Background: an optimization exercise with open tools, aiming at small area, a short achievable clock period and few clock cycles per item. Do not read the settings as production practice. Function was checked by simulation only, so behaviour that the tests miss may differ from the original. Power figures rest on the tool's default switching activity, not on a simulated workload.

--- flow/run.sh ---
#!/bin/bash
# synth_recipe.tcl (not shown) runs the flow's synth.tcl, then flattens the netlist and writes it again
# the make line also repeats each setting of config.mk as NAME=value (left out here)
make -C /OpenROAD-flow-scripts/flow DESIGN_CONFIG=/design/flow/config.mk WORK_HOME=/design/flow/orfs CLKGATE_MAP_FILE= SYNTH_SCRIPT=/design/flow/synth_recipe.tcl finish
--- flow/design.v ---
`timescale 1ns / 1ps
package gpq_pkg;
  localparam int unsigned NUM_BUTTONS = 16;
  localparam int unsigned NUM_STICK   = 8;
  localparam int unsigned NUM_TRIG    = 2;
  localparam int unsigned NUM_HOLD    = NUM_BUTTONS + NUM_STICK;
  localparam int unsigned NUM_ALL     = NUM_HOLD + NUM_TRIG;
  localparam int unsigned AXIS_W  = 16;
  localparam int unsigned SCALE_W = 16;
  localparam int unsigned PULL_W  = 8;
  localparam int unsigned QIDX_W  = 5;
  localparam int unsigned QTIME_W = 16;
  localparam int unsigned FIRST_W = 6;
  localparam int unsigned IDX_L_UP    = NUM_BUTTONS + 0;
  localparam int unsigned IDX_L_DOWN  = NUM_BUTTONS + 1;
  localparam int unsigned IDX_L_RIGHT = NUM_BUTTONS + 2;
  localparam int unsigned IDX_L_LEFT  = NUM_BUTTONS + 3;
  localparam int unsigned IDX_R_UP    = NUM_BUTTONS + 4;
  localparam int unsigned IDX_R_DOWN  = NUM_BUTTONS + 5;
  localparam int unsigned IDX_R_RIGHT = NUM_BUTTONS + 6;
  localparam int unsigned IDX_R_LEFT  = NUM_BUTTONS + 7;
  localparam int unsigned IDX_L_TRIG  = NUM_HOLD + 0;
  localparam int unsigned IDX_R_TRIG  = NUM_HOLD + 1;
  localparam logic [FIRST_W-1:0] FIRST_NONE = '1;
  localparam logic [SCALE_W-1:0] FULL_SCALE_RST = 16'd32767;
  localparam logic [PULL_W-1:0]  TRIG_THR_RST   = 8'd127;
  localparam int unsigned CFG_IDX_W  = 2;
  localparam int unsigned CFG_DATA_W = 16;
  typedef enum logic [CFG_IDX_W-1:0] {
    CFG_FULL_SCALE_X   = 2'd0,
    CFG_FULL_SCALE_Y   = 2'd1,
    CFG_TRIG_THRESHOLD = 2'd2
  } cfg_reg_e;
  typedef enum logic [2:0] {
    ST_IDLE,
    ST_QUAL,
    ST_QUERY,
    ST_DIV,
    ST_DONE
  } state_e;
  typedef struct packed {
    logic [QTIME_W-1:0]       query_period;
    logic [QTIME_W-1:0]       query_delay;
    logic [QIDX_W-1:0]        query_index;
    logic [PULL_W-1:0]        right_pull;
    logic [PULL_W-1:0]        left_pull;
    logic signed [AXIS_W-1:0] right_y;
    logic signed [AXIS_W-1:0] right_x;
    logic signed [AXIS_W-1:0] left_y;
    logic signed [AXIS_W-1:0] left_x;
    logic [NUM_BUTTONS-1:0]   button_bits;
  } frame_t;
  typedef struct packed {
    logic                      repeat_fire;
    logic signed [FIRST_W-1:0] first_active;
    logic [NUM_ALL-1:0]        release_edges;
    logic [NUM_ALL-1:0]        press_edges;
    logic [NUM_ALL-1:0]        held_bits;
  } result_t;
  localparam int unsigned FRAME_W     = 2 * QTIME_W + QIDX_W + 2 * PULL_W + 4 * AXIS_W + NUM_BUTTONS;
  localparam int unsigned RESULT_W    = 1 + FIRST_W + 3 * NUM_ALL;
  localparam int unsigned IN_TDATA_W  = ((FRAME_W + 7) / 8) * 8;
  localparam int unsigned OUT_TDATA_W = ((RESULT_W + 7) / 8) * 8;
endpackage
`timescale 1ns / 1ps
module gpq_axis (
  input  logic signed [gpq_pkg::AXIS_W-1:0]  axis_i,
  input  logic        [gpq_pkg::SCALE_W-1:0] full_scale_i,
  output logic                               pos_o,
  output logic                               neg_o
);
  localparam int unsigned AW = gpq_pkg::AXIS_W;
  logic           sgn;
  logic [AW-1:0]  mag;
  logic           gt;
  assign sgn   = axis_i[AW-1];
  assign mag   = {axis_i[AW-2:0] ^ {(AW-1){sgn}}, sgn};
  assign gt    = {mag, sgn} > {full_scale_i, 1'b0};
  assign pos_o = gt && !sgn;
  assign neg_o = gt && sgn;
endmodule
`timescale 1ns / 1ps
module gpq_lane #(
  parameter int unsigned HOLD_WIDTH = 16
) (
  input  logic                  clk_i,
  input  logic                  rst_ni,
  input  logic                  step_i,
  input  logic                  active_i,
  output logic [HOLD_WIDTH-1:0] hold_o
);
  logic [HOLD_WIDTH-1:0] hold_q;
  logic [HOLD_WIDTH-1:0] hold_d;
  logic [HOLD_WIDTH-1:0] carry;    
  logic                  inc, clr;
  always_comb begin
    carry[0] = 1'b1;
    for (int i = 1; i < HOLD_WIDTH; i++) carry[i] = carry[i-1] && hold_q[i-1];
  end
  assign inc    = step_i && active_i && !(carry[HOLD_WIDTH-1] && hold_q[HOLD_WIDTH-1]);
  assign clr    = step_i && !active_i;
  assign hold_d = clr ? '0 : hold_q ^ (carry & {HOLD_WIDTH{inc}});
  always_ff @(posedge clk_i or negedge rst_ni) begin
    if (!rst_ni) begin
      hold_q <= '0;
    end else begin
      hold_q <= hold_d;
    end
  end
  assign hold_o = hold_q;
endmodule
`timescale 1ns / 1ps
module gpq_rem #(
  parameter int unsigned VW = 16
) (
  input  logic signed [VW+1:0] rem_i,
  input  logic [1:0]           bits_i,    
  input  logic [VW-1:0]        div_i,     
  input  logic [VW+2:0]        div3_i,    
  output logic signed [VW+1:0] rem_o,
  output logic                 zero_o
);
  localparam int unsigned RW = VW + 2;
  localparam int unsigned TW = VW + 4;
  logic                 s1, s2;
  logic signed [RW-1:0] t1, r1;
  logic [TW-1:0]        t, p, p2, p3, p4, op0, op1, c0, c1;
  logic                 f0, f1;
  function automatic logic sum_zero(logic [TW-1:0] a, logic [TW-1:0] b);
    logic ok;
    ok = !(a[0] ^ b[0]);
    for (int i = 1; i < TW; i++) ok = ok && ((a[i] ^ b[i]) == (a[i-1] | b[i-1]));
    sum_zero = ok;
  endfunction
  assign s1 = rem_i[RW-1];
  assign t1 = {rem_i[RW-2:0], bits_i[1]};
  logic [RW-1:0] pr;
  assign pr = {2'b00, div_i};
  assign r1 = t1 + (s1 ? pr : ~pr) + {{(RW-1){1'b0}}, !s1};
  assign s2 = r1[RW-1];
  assign t   = {rem_i, bits_i};
  assign p   = {4'b0000, div_i};
  assign p2  = {3'b000, div_i, 1'b0};
  assign p3  = {1'b0, div3_i};
  assign p4  = {2'b00, div_i, 2'b00};
  assign op0 = s1 ? p  : ~p3;
  assign op1 = s1 ? p3 : ~p;
  assign c0  = t + op0 + {{(TW-1){1'b0}}, !s1};
  assign c1  = t + op1 + {{(TW-1){1'b0}}, !s1};
  assign rem_o = s2 ? c1[RW-1:0] : c0[RW-1:0];
  always_comb begin
    if (s1) begin
      f0 = sum_zero(t, p)  || sum_zero(t, p2);
      f1 = sum_zero(t, p3) || sum_zero(t, p4);
    end else begin
      f0 = (t == p3) || (t == p2);
      f1 = (t == p)  || (t == '0);
    end
  end
  assign zero_o = s2 ? f1 : f0;
endmodule
`timescale 1ns / 1ps
module gamepad_input_qualifier_top #(
  parameter int unsigned HOLD_WIDTH = 16
) (
  input  logic                                  clk_i,
  input  logic                                  rst_ni,
  input  logic [gpq_pkg::IN_TDATA_W-1:0]        s_axis_tdata,
  input  logic                                  s_axis_tvalid,
  output logic                                  s_axis_tready,
  output logic [gpq_pkg::OUT_TDATA_W-1:0]       m_axis_tdata,
  output logic                                  m_axis_tvalid,
  input  logic                                  m_axis_tready,
  input  logic                                  cfg_valid_i,
  output logic                                  cfg_ready_o,
  input  logic [gpq_pkg::CFG_IDX_W-1:0]         cfg_index_i,
  input  logic [gpq_pkg::CFG_DATA_W-1:0]        cfg_data_i
);
  localparam int unsigned NA = gpq_pkg::NUM_ALL;
  localparam int unsigned NH = gpq_pkg::NUM_HOLD;
  localparam int unsigned TW = gpq_pkg::QTIME_W;
  localparam int unsigned RW = TW + 2;
  logic [gpq_pkg::SCALE_W-1:0] full_scale_x_q;
  logic [gpq_pkg::SCALE_W-1:0] full_scale_y_q;
  logic [gpq_pkg::PULL_W-1:0]  trig_thr_q;
  gpq_pkg::frame_t             frame;
  logic [NA-1:0]               act;
  logic [gpq_pkg::NUM_STICK-1:0] stick;
  logic [HOLD_WIDTH-1:0]       hold_w [NH];
  logic                        in_xfer;
  assign cfg_ready_o = 1'b1;
  always_ff @(posedge clk_i or negedge rst_ni) begin
    if (!rst_ni) begin
      full_scale_x_q <= gpq_pkg::FULL_SCALE_RST;
      full_scale_y_q <= gpq_pkg::FULL_SCALE_RST;
      trig_thr_q     <= gpq_pkg::TRIG_THR_RST;
    end else if (cfg_valid_i) begin
      unique case (cfg_index_i)
        gpq_pkg::CFG_FULL_SCALE_X:   full_scale_x_q <= cfg_data_i;
        gpq_pkg::CFG_FULL_SCALE_Y:   full_scale_y_q <= cfg_data_i;
        gpq_pkg::CFG_TRIG_THRESHOLD: trig_thr_q <= cfg_data_i[gpq_pkg::PULL_W-1:0];
        default: ;
      endcase
    end
  end
  assign frame = gpq_pkg::frame_t'(s_axis_tdata[gpq_pkg::FRAME_W-1:0]);
  gpq_axis u_axis_ly (
    .axis_i(frame.left_y), .full_scale_i(full_scale_y_q),
    .pos_o(stick[0]), .neg_o(stick[1])
  );
  gpq_axis u_axis_lx (
    .axis_i(frame.left_x), .full_scale_i(full_scale_x_q),
    .pos_o(stick[2]), .neg_o(stick[3])
  );
  gpq_axis u_axis_ry (
    .axis_i(frame.right_y), .full_scale_i(full_scale_y_q),
    .pos_o(stick[4]), .neg_o(stick[5])
  );
  gpq_axis u_axis_rx (
    .axis_i(frame.right_x), .full_scale_i(full_scale_x_q),
    .pos_o(stick[6]), .neg_o(stick[7])
  );
  always_comb begin
    act = '0;
    act[gpq_pkg::NUM_BUTTONS-1:0] = frame.button_bits;
    act[gpq_pkg::IDX_R_LEFT:gpq_pkg::IDX_L_UP] = stick;
    act[gpq_pkg::IDX_L_TRIG] = frame.left_pull > trig_thr_q;
    act[gpq_pkg::IDX_R_TRIG] = frame.right_pull > trig_thr_q;
  end
  logic                        a_v, a2_v, b0_v, b1_v, b2_v, o_v;
  logic                        a_adv, a2_adv, b0_adv, b1_adv;
  logic                        a_free, a2_free, b0_free, b1_free, b2_free;
  logic [NA-1:0]               a_act, a2_act, b0_act, b1_act, b2_act;
  logic [NH-1:0]               a_qsel;    
  logic [TW-1:0]               a_qd, a_qp;
  logic [HOLD_WIDTH-1:0]       a2_hold;
  logic                        a2_asel;
  logic [TW-1:0]               a2_qdm, a2_qp;    
  logic [TW-1:0]               b0_x, b0_p;
  logic                        b0_need, b0_fire;
  logic [TW-1:0]               b1_x, b1_p;
  logic [TW+2:0]               b1_p3;
  logic signed [RW-1:0]        b1_r;
  logic [3:0]                  b1_cnt;
  logic                        b1_div, b1_fire;
  logic [TW-3:0]               b2_x;
  logic [TW-1:0]               b2_p;
  logic [TW+2:0]               b2_p3;
  logic signed [RW-1:0]        b2_r;
  logic [3:0]                  b2_cnt;
  logic                        b2_div, b2_fire, b2_fin;
  logic [NA-1:0]               o_held, o_prev, s_held;
  logic                        o_fire, s_fire;
  logic [gpq_pkg::FIRST_W-1:0] o_first, s_first, b2_first;
  for (genvar g = 0; g < NH; g++) begin : g_lane
    gpq_lane #(
      .HOLD_WIDTH(HOLD_WIDTH)
    ) u_lane (
      .clk_i   (clk_i),
      .rst_ni  (rst_ni),
      .step_i  (a_adv),
      .active_i(a_act[g]),
      .hold_o  (hold_w[g])
    );
  end
  logic [HOLD_WIDTH-1:0] hsel;
  always_comb begin
    hsel = '0;
    for (int i = 0; i < NH; i++) hsel |= a_qsel[i] ? hold_w[i] : '0;
  end
  logic                  sat, qz, gt;
  logic [TW-1:0]         x;
  assign sat = a2_hold == '1;
  assign qz  = a2_qdm == '1;
  assign gt  = a2_asel && (sat ? (a2_qdm != {{(TW-1){1'b1}}, 1'b0}) : (qz || (TW'(a2_hold) > a2_qdm)));
  assign x   = TW'(a2_hold) + ~a2_qdm + TW'(!sat);
  logic [3:0]            cnt_sel;
  logic signed [RW-1:0]  r_init;
  logic [TW-1:0]         x_init;
  always_comb begin
    cnt_sel = 4'd8;
    r_init  = '0;
    x_init  = b0_x;
    if ((b0_x >> 8) < b0_p) begin
      cnt_sel = 4'd4; r_init = RW'(b0_x >> 8); x_init = b0_x << 8;
    end
    if ((b0_x >> 6) < b0_p) begin
      cnt_sel = 4'd3; r_init = RW'(b0_x >> 6); x_init = b0_x << 10;
    end
    if ((b0_x >> 4) < b0_p) begin
      cnt_sel = 4'd2; r_init = RW'(b0_x >> 4); x_init = b0_x << 12;
    end
    if ((b0_x >> 2) < b0_p) begin
      cnt_sel = 4'd1; r_init = RW'(b0_x >> 2); x_init = b0_x << 12;   
    end
    if (b0_x < b0_p) begin
      cnt_sel = 4'd0;
    end
  end
  logic signed [RW-1:0]  b1_r2;
  logic                  b1_long;
  assign b1_long = b1_cnt >= 4'd2;
  logic                  b1_zero;
  gpq_rem #(.VW(TW)) u_rem1 (
    .rem_i(b1_r), .bits_i(b1_x[TW-1:TW-2]), .div_i(b1_p), .div3_i(b1_p3),
    .rem_o(b1_r2), .zero_o(b1_zero)
  );
  logic signed [RW-1:0]  b2_r2;
  logic                  b2_zero, b2_done, b2_fire_nx;
  gpq_rem #(.VW(TW)) u_rem2 (
    .rem_i(b2_r), .bits_i(b2_x[TW-3:TW-4]), .div_i(b2_p), .div3_i(b2_p3),
    .rem_o(b2_r2), .zero_o(b2_zero)
  );
  assign b2_done    = b2_fin;   
  assign b2_fire_nx = b2_div ? b2_zero : b2_fire;
  logic s_v, b2_ok, pop, push;
  assign b2_ok   = b2_v && b2_done;
  assign push    = b2_ok && !s_v;
  assign pop     = o_v && m_axis_tready;
  assign b2_free = !b2_v || push;
  assign b1_free = !b1_v || b2_free;
  assign b0_free = !b0_v || b1_free;
  assign a2_free = !a2_v || b0_free;
  assign a_free  = rdy_q;   
  assign b1_adv  = b1_v && b2_free;
  assign b0_adv  = b0_v && b1_free;
  assign a2_adv  = a2_v && b0_free;
  assign a_adv   = a_v && a2_free;
  logic a_v_d, a2_v_d, b0_v_d, b1_v_d, b2_v_d, s_v_d, b2_fin_d, rdy_q;
  assign a_v_d    = a_free  ? s_axis_tvalid : a_v;
  assign a2_v_d   = a2_free ? a_v  : a2_v;
  assign b0_v_d   = b0_free ? a2_v : b0_v;
  assign b1_v_d   = b1_free ? b0_v : b1_v;
  assign b2_v_d   = b2_free ? b1_v : b2_v;
  assign s_v_d    = pop ? 1'b0 : (s_v || (push && o_v));
  assign b2_fin_d = b1_adv ? (!b1_div || (b1_cnt <= 4'd2)) :
                    (b2_v && !b2_done) ? (b2_cnt <= 4'd2) : b2_fin;
  always_ff @(posedge clk_i or negedge rst_ni) begin
    if (!rst_ni) begin
      rdy_q <= 1'b1;
    end else begin
      rdy_q <= !a_v_d || !a2_v_d || !b0_v_d || !b1_v_d || !b2_v_d || (b2_fin_d && !s_v_d);
    end
  end
  assign s_axis_tready = rdy_q;
  assign in_xfer       = s_axis_tvalid && a_free;
  always_ff @(posedge clk_i or negedge rst_ni) begin
    if (!rst_ni) begin
      a_v  <= 1'b0;
      a2_v <= 1'b0;
      b0_v <= 1'b0;
      b1_v <= 1'b0;
      b2_v <= 1'b0;
      o_v  <= 1'b0;
      s_v  <= 1'b0;
    end else begin
      if (a_free)  a_v  <= s_axis_tvalid;
      if (a2_free) a2_v <= a_v;
      if (b0_free) b0_v <= a2_v;
      if (b1_free) b1_v <= b0_v;
      if (b2_free) b2_v <= b1_v;
      if (pop) begin
        o_v <= s_v || push;
        s_v <= 1'b0;
      end else begin
        o_v <= o_v || push;
        s_v <= s_v || (push && o_v);
      end
    end
  end
  always_ff @(posedge clk_i) begin
    if (a_free) begin
      a_act <= act;
      for (int i = 0; i < NH; i++) a_qsel[i] <= frame.query_index == gpq_pkg::QIDX_W'(i);
      a_qd  <= frame.query_delay;
      a_qp  <= frame.query_period;
    end
    if (a_adv) begin
      a2_act  <= a_act;
      a2_hold <= hsel;
      a2_asel <= |(a_qsel & a_act[NH-1:0]);
      a2_qdm  <= a_qd - TW'(1);
      a2_qp   <= a_qp;
    end
    if (a2_adv) begin
      b0_act  <= a2_act;
      b0_x    <= x;
      b0_p    <= a2_qp;
      b0_need <= gt && (a2_qp != '0);
      b0_fire <= a2_asel && (a2_hold == '0) && !qz;
    end
    if (b0_adv) begin
      b1_act  <= b0_act;
      b1_x    <= x_init;
      b1_p    <= b0_p;
      b1_p3   <= (TW+3)'(b0_p) + ((TW+3)'(b0_p) << 1);
      b1_r    <= r_init;
      b1_cnt  <= cnt_sel;
      b1_div  <= b0_need && (cnt_sel != 4'd0);
      b1_fire <= b0_fire;
    end
    if (b1_adv) begin
      b2_act  <= b1_act;
      b2_x    <= b1_x[TW-3:0];
      b2_p    <= b1_p;
      b2_p3   <= b1_p3;
      b2_r    <= b1_long ? b1_r2 : b1_r;
      b2_cnt  <= b1_long ? b1_cnt - 4'd1 : b1_cnt;
      b2_fin  <= !b1_div || (b1_cnt <= 4'd2);
      b2_div  <= b1_div;
      b2_fire <= b1_fire;
    end else if (b2_v && !b2_done) begin
      b2_r   <= b2_r2;
      b2_x   <= b2_x << 2;
      b2_cnt <= b2_cnt - 4'd1;
      b2_fin <= b2_cnt <= 4'd2;
    end
    if (push && (!o_v || pop)) begin
      o_fire  <= b2_fire_nx;
      o_first <= b2_first;
    end else if (pop) begin
      o_fire  <= s_fire;
      o_first <= s_first;
    end
    if (push && o_v && !pop) begin
      s_held  <= b2_act;
      s_fire  <= b2_fire_nx;
      s_first <= b2_first;
    end
  end
  always_ff @(posedge clk_i or negedge rst_ni) begin
    if (!rst_ni) begin
      o_held <= '0;
      o_prev <= '0;
    end else begin
      if (push && (!o_v || pop)) begin
        o_held <= b2_act;
      end else if (pop) begin
        o_held <= s_held;
      end
      if (pop) begin
        o_prev <= o_held;
      end
    end
  end
  always_comb begin
    b2_first = gpq_pkg::FIRST_NONE;
    for (int i = NA - 1; i >= 0; i--) begin
      if (b2_act[i]) b2_first = gpq_pkg::FIRST_W'(i);
    end
  end
  assign m_axis_tvalid = o_v;
  assign m_axis_tdata  = gpq_pkg::OUT_TDATA_W'({o_fire, o_first, o_prev & ~o_held,
                                                o_held & ~o_prev, o_held});
endmodule
--- flow/constraint.sdc ---
create_clock -name core_clock -period 8.0 [get_ports {clk_i}]
set_input_delay 1.6000 -clock core_clock [delete_from_list [all_inputs] [get_ports {clk_i}]]
set_output_delay 1.6000 -clock core_clock [all_outputs]
set_load 0.01 [all_outputs]
--- flow/config.mk ---
export PLATFORM = sky130hd
export DESIGN_NAME = gamepad_input_qualifier_top
export DESIGN_NICKNAME = gamepad_input_qualifier_top
export VERILOG_FILES = /design/flow/design.v
export SDC_FILE = /design/flow/constraint.sdc
export NUM_CORES = 4
export LEC_CHECK = 0
export CAP_MARGIN = 20
export CORE_MARGIN = 2
export CORE_UTILIZATION = 40
export SETUP_SLACK_MARGIN = 5
export SLEW_MARGIN = 20
==> results of run 1 <==
==> routing by layer <==
metal,GRT usage (%),share of wire (%),up-vias
met3,4.335,7.1,266
li1,-,-,18419
met5,0,0.027,-
met1,33.31,46,19409
met4,7.941,3.4,6
met2,34.52,44,1320
==> final cells by class <==
| class | count | area, sq um | area share, % |
|---|---|---|---|
| repair inverters | 1 | 6.256 | 0.01003 |
| inverters | 251 | 975.9 | 1.565 |
| clock inverters | 58 | 651.9 | 1.045 |
| clock buffers | 140 | 2885 | 4.627 |
| flip-flops and latches | 934 | 25670 | 41.17 |
| well taps | 1662 | 2079 | 3.335 |
| multi-input cells | 3507 | 25350 | 40.66 |
| repair buffers | 504 | 4735 | 7.593 |
==> flip-flops by register name (all words and copies together), names as in the netlist, 17 cells and up <==
name                  count
g_lane.u_lane.hold_q    384
a2_act                   26
a_act                    26
b0_act                   26
b1_act                   26
b2_act                   26
o_held                   26
o_prev                   26
s_held                   26
a_qsel                   24
b2_r                     18
b1_p3                    17
b2_p3                    17
==> worst min-delay path by stage <==
stage	from	endpoint	slack, ns
6_report	a_qp[1]	a2_qp[1]	0.36
3_3_place_gp	a2_act[1]	b0_act[1]	0.40
2_1_floorplan	a_act[24]	a2_act[24]	0.40
3_5_place_dp	a_qp[1]	a2_qp[1]	0.40
4_1_cts	a_qp[1]	a2_qp[1]	0.37
5_1_grt	a_qp[0]	a2_qp[0]	0.39
==> what timing repair did <==
action | 4_1_cts | 5_1_grt
setup buffers | 127 | 83
gates resized for setup | 518 | 222
pin swaps | 60 | 92
endpoints found under the setup margin | 302 | 277
cloned | 7 | 2
==> power by group through the flow <==
stage | Clock, uW | Combinational, uW | Sequential, uW
4_1_cts | 5020 | 13300 | 8920
2_1_floorplan | 0 | 8540 | 8280
3_5_place_dp | 0 | 11600 | 9110
6_report | 4910 | 14400 | 8930
3_3_place_gp | 0 | 11400 | 9060
5_1_grt | 5210 | 15800 | 9100
==> cells in the mapped netlist (40+ instances only) <==
cell | count | area, sq um
sky130_fd_sc_hd__dfrtp_1 | 446 | 11160
sky130_fd_sc_hd__edfxtp_1 | 449 | 13480
sky130_fd_sc_hd__nand3_1 | 129 | 645.6
sky130_fd_sc_hd__clkbuf_1 | 137 | 514.2
sky130_fd_sc_hd__inv_1 | 249 | 934.7
sky130_fd_sc_hd__xor2_1 | 282 | 2470
sky130_fd_sc_hd__mux2_2 | 59 | 664.4
sky130_fd_sc_hd__nor2_1 | 527 | 1978
sky130_fd_sc_hd__nand2_1 | 306 | 1149
sky130_fd_sc_hd__nand4_1 | 183 | 1145
sky130_fd_sc_hd__mux2i_1 | 63 | 630.6
sky130_fd_sc_hd__o21ai_0 | 155 | 775.7
sky130_fd_sc_hd__nor2b_1 | 119 | 744.5
sky130_fd_sc_hd__xnor2_1 | 263 | 2303
sky130_fd_sc_hd__or3_1 | 40 | 250.2
sky130_fd_sc_hd__and3_1 | 44 | 275.3
sky130_fd_sc_hd__a21oi_1 | 189 | 945.9
sky130_fd_sc_hd__nor3_1 | 82 | 410.4
sky130_fd_sc_hd__a22oi_1 | 146 | 1096
sky130_fd_sc_hd__ha_1 | 357 | 4467
sky130_fd_sc_hd__a21o_1 | 79 | 593.1
sky130_fd_sc_hd__nor4_1 | 61 | 381.6
==> through the flow <==
step / utilization, % / setup WS [ns] / area [sq um] / hold WS, ns
after floorplan: - / 4.369 / 51850 / 0.4003
after global placement: 43.77 / 3.235 / 55880 / 0.4004
after detailed placement: 43.77 / 3.199 / 55890 / 0.4045
after CTS: 47.69 / 4.338 / 60890 / 0.3680
after global routing: 48.84 / 4.255 / 62360 / 0.3898
final: 48.84 / 4.378 / 62360 / 0.3649
==> logic make-up (layout without fill, tap and decap cells) <==
group	count (synthesis)	in the layout
compound gates	836	836
xor+xnor	546	546
fa+ha+maj	364	364
buf+inv	416	954
flops	934	934
mux	122	122
other cells	2	4
simple gates	1634	1635
==> critical path, cell delays in order (launching register included) <==
cell	delay, ns
sky130_fd_sc_hd__edfxtp_1	0.44
sky130_fd_sc_hd__buf_12	0.19
sky130_fd_sc_hd__buf_6	0.12
sky130_fd_sc_hd__buf_6	0.11
sky130_fd_sc_hd__xnor2_2	0.12
sky130_fd_sc_hd__ha_1	0.30
sky130_fd_sc_hd__a21oi_2	0.16
sky130_fd_sc_hd__nor2_1	0.06
sky130_fd_sc_hd__a2111o_1	0.39
sky130_fd_sc_hd__o2111ai_2	0.26
sky130_fd_sc_hd__a21oi_4	0.12
sky130_fd_sc_hd__xor2_4	0.24
sky130_fd_sc_hd__buf_4	0.16
sky130_fd_sc_hd__buf_12	0.13
sky130_fd_sc_hd__buf_16	0.15
sky130_fd_sc_hd__a311o_1	0.36
==> flow_summary.yaml, run 1 <==
finish:
  finish.cell_count_without_fillers: 7057
  most-common-layout-cells: "sky130_fd_sc_hd__nor2_1, sky130_fd_sc_hd__edfxtp_1, sky130_fd_sc_hd__dfrtp_1"
  nFillCells: 11471
  post_route_cells_drive_above_1_share_pct: 15.24
  num_antenna_cells: 0
  layout.cells.most_common: "sky130_fd_sc_hd__nor2_1"
  synthToLayoutAreaGrowth_pct: 20.95
  finalNetCount: 5826
routing:
  dr.first_iter.drc_count: 3812
  via_per_inst: 5.586
  detail_route.wl_per_cell_um: 21.97
  finalWirelength_um: 155000
  remaining_drc_errors: 0
  drt-pass1-iter-count: 6
  drtAntennaViolNets: 0
  vias_post_dr: 39420
synthesis:
  synth.mux.area_fraction_pct: 2.512
  synth.yosys.warnings: 4
  synth_top_family_by_area: "simple AND/OR/NAND/NOR gates"
  synth.cell_area_sq_mm: 0.05156
  synth_compound_area_share_pct: 10.84
  part_of_the_yosys_area_used_for_sequential_elements_pct: 49.77
  ys_ff_latch: 934
  synth_cell_type_count: 82
  asyncSetResetFlopFracSynth_pct: 51.82
  edff_count_synth: 449
  ys.flop_type: "sky130_fd_sc_hd__edfxtp_1"
  post_synth_fa_ha_maj_area_fraction_pct: 8.935
  synth.avg_cell_area_sq_um: 10.62
  synthesis.instances: 4854
  synthSimpleGateAreaFrac_pct: 15.54
  xor_and_xnor_fraction_of_the_mapped_netlist_area_pct: 9.290
power_and_ir_drop:
  pwr-share-comb_pct: 51.0
  switching_power_uw: 11730
  sequential_group_share_of_total_power_pct: 31.6
  sw_frac_of_total_pct: 41.54
  cellLeakagePower_uw: 0.02664
  fin_total_pwr_uw: 28240
  clock_power_share_pct: 17.4
  vdd_drop_max_mv: 0.4341
  cell_internal_pwr_uw: 16510
  power_density_mw_per_mm2: 452.9
placed_design:
  gpl.final_weighted_congestion: 0.9555
  dp.cells: 6638
  place.detailed.hpwl_um: 110000
  place.port_buffers: 242
sta:
  setup_viol: 0
  tightest_pin_transition_ns: 1.141
  clock.fmax_ghz: 0.2761
  timing.setup.tns_ns: 0
  fin_worst_skew_ns: 0.08979
  headroom_to_the_max_slew_limit_pct: 23.93
  timing.final.hold_violations: 0
  period_utilization_pct: 45.28
  final_max_slew_viols: 0
  rsz0062_at_grt: "yes"
  final_period_minus_worst_setup_slack_ns: 3.622
floorplanning:
  std_cell_rows: 131
  die_extent_in_x_um: 363.0
  starting_density_of_the_core_pct: 40.38
  pin_count: 250
  die_area_sq_mm: 0.1318
  fp.dieH_um: 363.0
  design.core.area_sq_mm: 0.1277
critical_path:
  timing.critical_path.from_type: "flop"
  crit-reg2reg-capture: "b2_r[16]"
  critical_path.max_fanout: 9
  ff2ff_path_depth: 15
  worstReg2RegStart: "b2_r[17]"
  critical_path_class: "flop to flop"
  end_kind: "flop"
  timing.critical_path.required_ns: 8.41
  crit_start: "b2_r[17]"
  worst_ep_arrival_time_ns: 4.04
  reg2reg_setup_slack_ns: 4.38
  setup.worst_path.end: "b2_r[16]"
hold_path:
  hold_depth: 0
  min_delay_path_class: "flop to flop"
clock_network:
  clock_insertion_delay_worst_skew_ns: 0.74
  sink_count: 934
  ctsHtreeMaxLevel: 3
  worst_setup_hold_path_clk_slew_ns: 0.06
  clock_tree.buffer_depth: 3
  cts_buffer_count: 104
  cts_tree: "built"
  cts.hold.buffers_added: 0
  cts_root_buf: "sky130_fd_sc_hd__clkbuf_16"
global_route:
  first_global_vias: 37581
  global_route.usage.total_pct: 23.04
  grt_start_max_net_pins: 166
  grt_first_pass_wirelength_um: 232400
  grt_overflow_total: 0
  antenna_found_initial: 6
flow_run:
  maxCapViolCount: 0
run_status:
  run_status: "timing/DRC/antenna clean"
Testbench counts, summed over its fixed seeds: cycles 5,173, items 4,800.
==> inputs of run 2 (changes only) <==
--- a/flow/design.v
+++ b/flow/design.v
@@ -111,7 +111,8 @@
 endmodule
 `timescale 1ns / 1ps
 module gpq_rem #(
-  parameter int unsigned VW = 16
+  parameter int unsigned VW    = 16,
+  parameter bit          SPLIT = 1'b1    
 ) (
   input  logic signed [VW+1:0] rem_i,
   input  logic [1:0]           bits_i,    
@@ -122,10 +123,9 @@
 );
   localparam int unsigned RW = VW + 2;
   localparam int unsigned TW = VW + 4;
-  logic                 s1, s2;
-  logic signed [RW-1:0] t1, r1;
-  logic [TW-1:0]        t, p, p2, p3, p4, op0, op1, c0, c1;
-  logic                 f0, f1;
+  logic                 s1;
+  logic signed [RW-1:0] t1;
+  logic [TW-1:0]        t, p, p2, p3, p4;
   function automatic logic sum_zero(logic [TW-1:0] a, logic [TW-1:0] b);
     logic ok;
     ok = !(a[0] ^ b[0]);
@@ -134,30 +134,45 @@
   endfunction
   assign s1 = rem_i[RW-1];
   assign t1 = {rem_i[RW-2:0], bits_i[1]};
-  logic [RW-1:0] pr;
-  assign pr = {2'b00, div_i};
-  assign r1 = t1 + (s1 ? pr : ~pr) + {{(RW-1){1'b0}}, !s1};
-  assign s2 = r1[RW-1];
   assign t   = {rem_i, bits_i};
   assign p   = {4'b0000, div_i};
   assign p2  = {3'b000, div_i, 1'b0};
   assign p3  = {1'b0, div3_i};
   assign p4  = {2'b00, div_i, 2'b00};
-  assign op0 = s1 ? p  : ~p3;
-  assign op1 = s1 ? p3 : ~p;
-  assign c0  = t + op0 + {{(TW-1){1'b0}}, !s1};
-  assign c1  = t + op1 + {{(TW-1){1'b0}}, !s1};
-  assign rem_o = s2 ? c1[RW-1:0] : c0[RW-1:0];
-  always_comb begin
-    if (s1) begin
-      f0 = sum_zero(t, p)  || sum_zero(t, p2);
-      f1 = sum_zero(t, p3) || sum_zero(t, p4);
-    end else begin
-      f0 = (t == p3) || (t == p2);
-      f1 = (t == p)  || (t == '0);
-    end
-  end
-  assign zero_o = s2 ? f1 : f0;
+  logic [RW-1:0] pr, r1n, r1p;
+  logic          s2n, s2p;    
+  logic [TW-1:0] c0n, c1n, c0p, c1p;
+  logic          f0n, f1n, f0p, f1p;
+  assign pr = {2'b00, div_i};
+  if (SPLIT) begin : g_split
+    assign r1n = t1 + ~pr + 1'b1;
+    assign r1p = t1 + pr;
+    assign s2n = r1n[RW-1];
+    assign s2p = r1p[RW-1];
+    assign c0n = t + ~p3 + 1'b1;    
+    assign c1n = t + ~p + 1'b1;     
+    assign c0p = t + p;             
+    assign c1p = t + p3;            
+    assign rem_o = ({RW{ s1 &&  s2p}} & c1p[RW-1:0]) | ({RW{ s1 && !s2p}} & c0p[RW-1:0])
+                 | ({RW{!s1 &&  s2n}} & c1n[RW-1:0]) | ({RW{!s1 && !s2n}} & c0n[RW-1:0]);
+  end else begin : g_shared
+    logic [RW-1:0] r1;
+    logic [TW-1:0] c0, c1;
+    logic          s2;
+    assign r1  = t1 + (s1 ? pr : ~pr) + {{(RW-1){1'b0}}, !s1};
+    assign s2  = r1[RW-1];
+    assign s2n = s2;
+    assign s2p = s2;
+    assign c0  = t + (s1 ? p  : ~p3) + {{(TW-1){1'b0}}, !s1};
+    assign c1  = t + (s1 ? p3 : ~p)  + {{(TW-1){1'b0}}, !s1};
+    assign {r1n, r1p, c0n, c1n, c0p, c1p} = '0;
+    assign rem_o = s2 ? c1[RW-1:0] : c0[RW-1:0];
+  end
+  assign f0n = (t == p3) || (t == p2);
+  assign f1n = (t == p)  || (t == '0);
+  assign f0p = sum_zero(t, p)  || sum_zero(t, p2);
+  assign f1p = sum_zero(t, p3) || sum_zero(t, p4);
+  assign zero_o = s1 ? (s2p ? f1p : f0p) : (s2n ? f1n : f0n);
 endmodule
 `timescale 1ns / 1ps
 module gamepad_input_qualifier_top #(
@@ -277,6 +292,8 @@
   logic [3:0]            cnt_sel;
   logic signed [RW-1:0]  r_init;
   logic [TW-1:0]         x_init;
+  logic [RW-1:0]         d4;    
+  assign d4 = RW'(b0_x >> 4) - RW'(b0_p);
   always_comb begin
     cnt_sel = 4'd8;
     r_init  = '0;
@@ -287,7 +304,10 @@
     if ((b0_x >> 6) < b0_p) begin
       cnt_sel = 4'd3; r_init = RW'(b0_x >> 6); x_init = b0_x << 10;
     end
-    if ((b0_x >> 4) < b0_p) begin
+    if ((b0_x >> 5) < b0_p) begin
+      cnt_sel = 4'd2; r_init = d4;             x_init = b0_x << 12;
+    end
+    if (d4[RW-1]) begin
       cnt_sel = 4'd2; r_init = RW'(b0_x >> 4); x_init = b0_x << 12;
     end
     if ((b0_x >> 2) < b0_p) begin
@@ -301,7 +321,7 @@
   logic                  b1_long;
   assign b1_long = b1_cnt >= 4'd2;
   logic                  b1_zero;
-  gpq_rem #(.VW(TW)) u_rem1 (
+  gpq_rem #(.VW(TW), .SPLIT(1'b0)) u_rem1 (
     .rem_i(b1_r), .bits_i(b1_x[TW-1:TW-2]), .div_i(b1_p), .div3_i(b1_p3),
     .rem_o(b1_r2), .zero_o(b1_zero)
   );
==> flow_summary.yaml, run 2 <==
clock_network:
  cts.hold.buffers_added: 0
  cts_tree: "built"
  worst_setup_hold_path_clk_slew_ns: 0.06
  cts_buffer_count: 103
  ctsHtreeMaxLevel: 3
  sink_count: 937
  clock_tree.buffer_depth: 3
  cts_root_buf: "sky130_fd_sc_hd__clkbuf_16"
  clock_insertion_delay_worst_skew_ns: 0.74
synthesis:
  netlist.area_leader.share_pct: 25.13
  synth_cell_type_count: 102
  synth.yosys.warnings: 5
  synth_common_cells: "sky130_fd_sc_hd__nor2_1, sky130_fd_sc_hd__edfxtp_1, sky130_fd_sc_hd__dfrtp_1"
  synthMostInstantiatedCell: "sky130_fd_sc_hd__nor2_1"
  ys_ff_latch: 937
  synth.cell_area_sq_mm: 0.05402
  post-synth-top-area-cell: "sky130_fd_sc_hd__edfxtp_1"
  synth.avg_cell_area_sq_um: 10.43
  ys.flop_type: "sky130_fd_sc_hd__edfxtp_1"
  edff_count_synth: 452
  asyncSetResetFlopFracSynth_pct: 51.65
  synthesis.instances: 5180
  synth.area.top_cells: "sky130_fd_sc_hd__edfxtp_1, sky130_fd_sc_hd__dfrtp_1, sky130_fd_sc_hd__ha_1, sky130_fd_sc_hd__xor2_1, sky130_fd_sc_hd__nor2_1"
  part_of_the_yosys_area_used_for_sequential_elements_pct: 47.67
critical_path:
  end_kind: "flop"
  crit-reg2reg-capture: "b2_r[16]"
  worst_ep_arrival_time_ns: 3.87
  timing.critical_path.from_type: "flop"
  cp_slowest_cell: "sky130_fd_sc_hd__or4_4"
  reg2reg_setup_slack_ns: 4.56
  critPathMaxStageDelay_ns: 0.53
  critical-path-top-delay-family: "compound AO/OA/AOI/OAI gates"
  worstReg2RegStart: "b2_p[4]"
  critical_path_class: "flop to flop"
  critical_path.max_fanout: 8
  ff2ff_path_depth: 11
  timing.critical_path.buf_inv: 1
  path_cells: "inv_2, ha_4, or4_4, o21bai_1, o31a_1, o31ai_4, o2bb2ai_4, mux2_4, a221o_1, a221oi_2, a31oi_1"
  timing.critical_path.required_ns: 8.43
power_and_ir_drop:
  fin_total_pwr_uw: 29950
  vdd_drop_max_mv: 0.3160
  cell_internal_pwr_uw: 17020
  pwr-share-comb_pct: 53.7
  sequential_group_share_of_total_power_pct: 30.2
  switching_power_uw: 12930
  power_density_mw_per_mm2: 454.8
  clock_power_share_pct: 16.2
  cellLeakagePower_uw: 0.02820
  sw_frac_of_total_pct: 43.18
routing:
  drtAntennaViolNets: 0
  drt-pass1-iter-count: 6
  dr.first_iter.drc_count: 3727
  finalWirelength_um: 167900
  remaining_drc_errors: 0
  vias_post_dr: 42021
  detail_route.wl_per_cell_um: 22.24
  via_per_inst: 5.564
placed_design:
  gpl.final_weighted_congestion: 0.9748
  place.port_buffers: 242
  place.detailed.hpwl_um: 118100
  total_placed_instance_area_sq_mm: 0.05842
  dp_worst_setup_slack_ns: 2.979
sta:
  setup_viol: 0
  fin_worst_skew_ns: 0.04300
  timing.final.hold_violations: 0
  rsz0062_at_grt: "yes"
  period_utilization_pct: 43.02
  headroom_to_the_max_slew_limit_pct: 26.12
  tightest_pin_transition_ns: 1.104
  post-route-worst-setup-slack_ns: 4.558
  final_period_minus_worst_setup_slack_ns: 3.442
  hold_slack_ns: 0.4149
  final_max_slew_viols: 0
  timing.setup.tns_ns: 0
  clock.fmax_ghz: 0.2905
hold_path:
  worstHoldStart: "a2_act[20]"
  min_delay_path_class: "flop to flop"
  hold_depth: 0
  hold-path-endpoint: "b0_act[20]"
floorplanning:
  die_area_sq_mm: 0.1380
  std_cell_rows: 134
  die_extent_in_x_um: 371.5
  pin_count: 250
  starting_density_of_the_core_pct: 40.37
  design.core.area_sq_mm: 0.1338
  fp.dieH_um: 371.5
global_route:
  grt_start_max_net_pins: 165
  grt_overflow_total: 0
  global_route.usage.total_pct: 23.83
  first_global_vias: 40362
  antenna_found_initial: 10
  grt_first_pass_wirelength_um: 249700
run_status:
  run_status: "timing/DRC/antenna clean"
finish:
  most-common-layout-cells: "sky130_fd_sc_hd__nor2_1, sky130_fd_sc_hd__edfxtp_1, sky130_fd_sc_hd__dfrtp_1"
  largest_reg_flops: 384
  finalNetCount: 6278
  fin_area_sq_mm: 0.06586
  layout.cells.most_common: "sky130_fd_sc_hd__nor2_1"
  regMostFlops: "g_lane.u_lane.hold_q"
  nFillCells: 12173
  post_route_cells_drive_above_1_share_pct: 17.60
  synthToLayoutAreaGrowth_pct: 21.92
flow_run:
  maxCapViolCount: 0
[run 2: cell types whose count changed after synthesis, sizes merged, moves of 21 or more]
cell | before | now
nor2 | 527 | 613
xnor2 | 263 | 235
mux2i | 63 | 41
buf | 28 | 51
xor2 | 283 | 314
ha | 357 | 419
a21oi | 190 | 213
a211oi | 30 | 56
inv | 251 | 272
[run 2: kinds of logic (layout without fill, tap and decap cells)]
| kind of cell | count (synthesis) | count (layout) | share of synthesized area (%) |
|---|---|---|---|
| DFF | 937 | 937 | 47.67 |
| and+or+nand+nor | 1740 | 1741 | 15.72 |
| muxes | 105 | 105 | 2.101 |
| adders and majority gates | 429 | 429 | 10.08 |
| AOI/OAI and AO/OA | 956 | 957 | 12.11 |
| other | 2 | 10 | 0.01390 |
| xor gates and xnor gates | 549 | 549 | 8.915 |
| buffers and inverters | 462 | 1056 | 3.384 |
[run 2: per-layer routing]
| metal | track usage [%] | part of all wire (%) |
|---|---|---|
| met5 | 0 | 0.029 |
| met4 | 8.584 | 3.9 |
| met3 | 4.342 | 7.4 |
| met2 | 35.89 | 44 |
| met1 | 34.21 | 45 |
[run 2: timing repair]
| action | CTS | global route |
|---|---|---|
| buffers inserted | 213 | 86 |
| cloned | 7 | 2 |
| pin swaps | 75 | 88 |
| gates resized for setup | 641 | 212 |
| endpoints found under the setup margin | 394 | 314 |
[run 2: power groups by stage]
stage	clock network [uW]	registers, uW	logic, uW
after floorplan	0	8360	9440
after global placement	0	9280	12600
after detailed placement	0	9330	12800
after CTS	4950	9010	14900
after global routing	5140	9190	17500
final	4840	9030	16100
[run 2: worst reg2reg max path: stages (launching register included)]
cell                        delay, ns
sky130_fd_sc_hd__edfxtp_1        0.48
sky130_fd_sc_hd__inv_2           0.16
sky130_fd_sc_hd__ha_4            0.22
sky130_fd_sc_hd__or4_4           0.53
sky130_fd_sc_hd__o21bai_1        0.14
sky130_fd_sc_hd__o31a_1          0.23
sky130_fd_sc_hd__o31ai_4         0.11
sky130_fd_sc_hd__o2bb2ai_4       0.19
sky130_fd_sc_hd__mux2_4          0.40
sky130_fd_sc_hd__a221o_1         0.33
sky130_fd_sc_hd__a221oi_2        0.33
sky130_fd_sc_hd__a31oi_1         0.07
[run 2: worst max path at each step]
stage | endpoint | depth (start not counted) | from
5_1_grt | b2_r[15] | 11 | b2_r[0]
3_5_place_dp | a_act[20] | 12 | s_axis_tdata[79]
2_1_floorplan | a_act[17] | 13 | s_axis_tdata[47]
4_1_cts | b2_r[17] | 13 | b2_p[4]
3_3_place_gp | a_act[20] | 12 | s_axis_tdata[79]
6_report | b2_r[16] | 11 | b2_p[4]
[run 2: layout make-up]
cell class | count | area (sq um) | share of cell area (%)
clock buffer | 144 | 2863 | 4.347
timing repair buffer | 587 | 5474 | 8.312
multi-input combinational | 3786 | 27900 | 42.36
clock inverter | 50 | 571.8 | 0.8682
antenna | 5 | 12.51 | 0.01900
inverter | 274 | 1055 | 1.602
sequential | 937 | 25760 | 39.12
tap | 1768 | 2212 | 3.359
timing repair inverter | 1 | 8.758 | 0.01330
[run 2: per-stage QoR]
step / utilization [%] / std cells
after global routing: 49.22 / 7551
after floorplan: - / 5183
after CTS: 48.08 / 7457
final: 49.22 / 7552
after detailed placement: 43.67 / 7043
after global placement: 43.65 / 7042
Testbench counts of run 2, summed over its fixed seeds: cycles 4,989, items 4,800.
==> inputs of run 3 (changes only) <==
--- a/flow/config.mk
+++ b/flow/config.mk
@@ -8,5 +8,5 @@
 export CAP_MARGIN = 20
 export CORE_MARGIN = 2
 export CORE_UTILIZATION = 40
-export SETUP_SLACK_MARGIN = 5
+export SETUP_SLACK_MARGIN = 4.7
 export SLEW_MARGIN = 20
==> flow_summary.yaml, run 3 <==
run_status:
  run_status: "timing/DRC/antenna clean"
routing:
  remaining_drc_errors: 0
  dr.first_iter.drc_count: 3852
  via_per_inst: 5.579
  finalWirelength_um: 164900
  drt-pass1-iter-count: 6
  vias_post_dr: 41269
  drtAntennaViolNets: 0
  detail_route.wl_per_cell_um: 22.29
sta:
  setup_viol: 0
  timing.setup.tns_ns: 0
  fin_worst_skew_ns: 0.09271
  clock.fmax_ghz: 0.2813
  final_period_minus_worst_setup_slack_ns: 3.555
  rsz0062_at_grt: "yes"
  post-route-worst-setup-slack_ns: 4.445
  period_utilization_pct: 44.43
  tightest_pin_transition_ns: 1.122
  headroom_to_the_max_slew_limit_pct: 24.91
  timing.final.hold_violations: 0
  final_max_slew_viols: 0
hold_path:
  min_delay_path_class: "flop to flop"
finish:
  post_route_cells_drive_above_1_share_pct: 12.14
  finalNetCount: 6123
  largest_reg_flops: 384
  synthToLayoutAreaGrowth_pct: 18.65
  finish.cell_count_without_fillers: 7397
  regMostFlops: "g_lane.u_lane.hold_q"
  layout.cells.most_common: "sky130_fd_sc_hd__nor2_1"
  most-common-layout-cells: "sky130_fd_sc_hd__nor2_1, sky130_fd_sc_hd__edfxtp_1, sky130_fd_sc_hd__dfrtp_1"
synthesis:
  synthMostInstantiatedCell: "sky130_fd_sc_hd__nor2_1"
  ys.flop_type: "sky130_fd_sc_hd__edfxtp_1"
  post-synth-top-area-cell: "sky130_fd_sc_hd__edfxtp_1"
  synth_compound_area_share_pct: 12.11
  ys_ff_latch: 937
  synthSimpleGateAreaFrac_pct: 15.72
  part_of_the_yosys_area_used_for_sequential_elements_pct: 47.67
  synth.cell_area_sq_mm: 0.05402
  xor_and_xnor_fraction_of_the_mapped_netlist_area_pct: 8.915
  synth.yosys.warnings: 5
  edff_count_synth: 452
  synth_common_cells: "sky130_fd_sc_hd__nor2_1, sky130_fd_sc_hd__edfxtp_1, sky130_fd_sc_hd__dfrtp_1"
  asyncSetResetFlopFracSynth_pct: 51.65
  synth.avg_cell_area_sq_um: 10.43
  netlist.area_leader.share_pct: 25.13
  synth.area.top_cells: "sky130_fd_sc_hd__edfxtp_1, sky130_fd_sc_hd__dfrtp_1, sky130_fd_sc_hd__ha_1, sky130_fd_sc_hd__xor2_1, sky130_fd_sc_hd__nor2_1"
  synthesis.instances: 5180
  synth_cell_type_count: 102
  synth_top_family_by_area: "simple AND/OR/NAND/NOR gates"
  synth.mux.area_fraction_pct: 2.101
  post_synth_fa_ha_maj_area_fraction_pct: 10.08
power_and_ir_drop:
  fin_total_pwr_uw: 29110
  cellLeakagePower_uw: 0.02730
  power_density_mw_per_mm2: 454.1
  vdd_drop_max_mv: 0.2727
clock_network:
  clock_insertion_delay_worst_skew_ns: 0.77
  clock_tree.buffer_depth: 3
  cts.hold.buffers_added: 0
  cts_root_buf: "sky130_fd_sc_hd__clkbuf_16"
  ctsHtreeMaxLevel: 3
  sink_count: 937
  cts_tree: "built"
  cts_buffer_count: 103
  worst_setup_hold_path_clk_slew_ns: 0.06
critical_path:
  critical_path.max_fanout: 7
  timing.critical_path.required_ns: 8.40
  critical_path_class: "flop to flop"
  path_cells: "inv_2, ha_4, or4_4, o21bai_1, o31a_1, o31ai_4, o2bb2ai_4, xnor2_2, buf_6, nor2_4, a221o_1, a22oi_2, o22ai_1"
  timing.critical_path.from_type: "flop"
  critPathMaxStageDelay_ns: 0.53
  end_kind: "flop"
  cp_slowest_cell: "sky130_fd_sc_hd__or4_4"
  worst_ep_arrival_time_ns: 3.96
floorplanning:
  die_extent_in_x_um: 371.5
  pin_count: 250
  die_area_sq_mm: 0.1380
  fp.dieH_um: 371.5
  std_cell_rows: 134
  design.core.area_sq_mm: 0.1338
  starting_density_of_the_core_pct: 40.37
placed_design:
  dp.cells: 7040
  gpl.final_weighted_congestion: 0.9601
  dp_worst_setup_slack_ns: 3.122
  place.detailed.hpwl_um: 118900
  place.port_buffers: 242
global_route:
  grt_start_max_net_pins: 136
  first_global_vias: 39535
  grt_first_pass_wirelength_um: 245600
  antenna_found_initial: 10
  grt_overflow_total: 0
  global_route.usage.total_pct: 23.49
flow_run:
  maxCapViolCount: 0
[run 3: cell counts after synthesis]
Identical to the previous run, type by type.
[run 3: worst paths after layout]
check	to	cells past startpoint	startpoint	slack, ns
min in group asynchronous	g_lane[23].u_lane.hold_q[10]	1	rst_ni	0.90
setup / recovery	b2_r[15]	13	b2_p[4]	4.45
max in group asynchronous	o_v	2	rst_ni	5.53
setup reg to reg	b2_r[15]	13	b2_p[4]	4.45
hold / removal	b0_act[12]	0	a2_act[12]	0.41
hold reg to reg	b0_act[12]	0	a2_act[12]	0.41
[run 3: area by class of cell]
class	instances	area, sq um
Antenna cell	3	7.507
Clock buffer	133	2845
Clock inverter	63	726.9
Fill cell	12410	69700
Inverter	274	1051
Multi-Input combinational cell	3786	27480
Sequential cell	937	25760
Tap cell	1768	2212
Timing Repair Buffer	433	4011
[run 3: cells by family (layout without fill, tap and decap cells)]
group,after synthesis,after routing
and+or+nand+nor,1740,1742
AOI/OAI and AO/OA,956,956
DFF,937,937
xor gates and xnor gates,549,549
buffers and inverters,462,903
adders and majority gates,429,429
muxes,105,105
other,2,8
[run 3: what timing repair did]
item | CTS | global route
cloned | 3 | 3
pin swaps | 52 | 80
setup buffers | 101 | 47
gates resized for setup | 257 | 130
setup endpoints to repair | 320 | 133
[run 3: critical path, delay by kind of cell (launching register included)]
kind	cells	cell delay, ns
buffers and inverters	2	0.33
xor gates and xnor gates	1	0.26
DFF	1	0.48
AOI/OAI and AO/OA	7	1.35
and+or+nand+nor	2	0.60
adders and majority gates	1	0.22
[run 3: per-layer routing]
layer / vias up / global-route usage, % / part of all wire, %
li1: 19359 / - / -
met1: 20247 / 33.29 / 45
met2: 1355 / 35.68 / 44
met3: 302 / 4.587 / 7.4
met4: 6 / 8.367 / 3.5
met5: - / 0 / 0.025
[run 3: power breakdown]
| part | total (uW) | switching, uW | internal [uW] |
|---|---|---|---|
| Combinational | 14900 | 8700 | 6220 |
| Clock | 4990 | 2130 | 2860 |
| Sequential | 9190 | 1850 | 7340 |
| Total | 29100 | 12700 | 16400 |
[run 3: through the flow]
stage / cell area [sq um] / hold WS, ns / util, %
final: 64090 / 0.4057 / 47.90
after global routing: 64090 / 0.4147 / 47.90
after CTS: 63200 / 0.4020 / 47.24
after detailed placement: 58250 / 0.4045 / 43.54
after global placement: 58240 / 0.4002 / 43.53
after floorplan: 54160 / 0.4003 / -

[re-timing with driven ports]
Ports are ideal in the flow. The routed layouts listed here were re-timed in OpenROAD. Step 1, drivers: a clkbuf_16 drives clk_i and a buf_2 each remaining input, both assumed. Step 2 moves the port delays by t, midway between the first and last clock arrival at a register: inputs arrive t later, outputs are due t later. That takes back most of the time a late clock gives input paths. Three values: ideal ports, drivers, drivers and shift; two values: the first two.
run	t (ns)	slack for setup (ns)	worst register clock-pin slew, ns
run 1	0.772	4.378 / 4.378 / 4.220	0.07 / 0.07
run 2	0.791	4.558 / 4.558 / 4.074	0.07 / 0.07
run 3	0.801	4.445 / 4.445 / 3.989	0.07 / 0.07
After both steps every run listed still meets setup and hold. For run 2, which loses most, drivers alone change the setup slack by 0.000 ns; drivers and shift together by -0.484 ns.
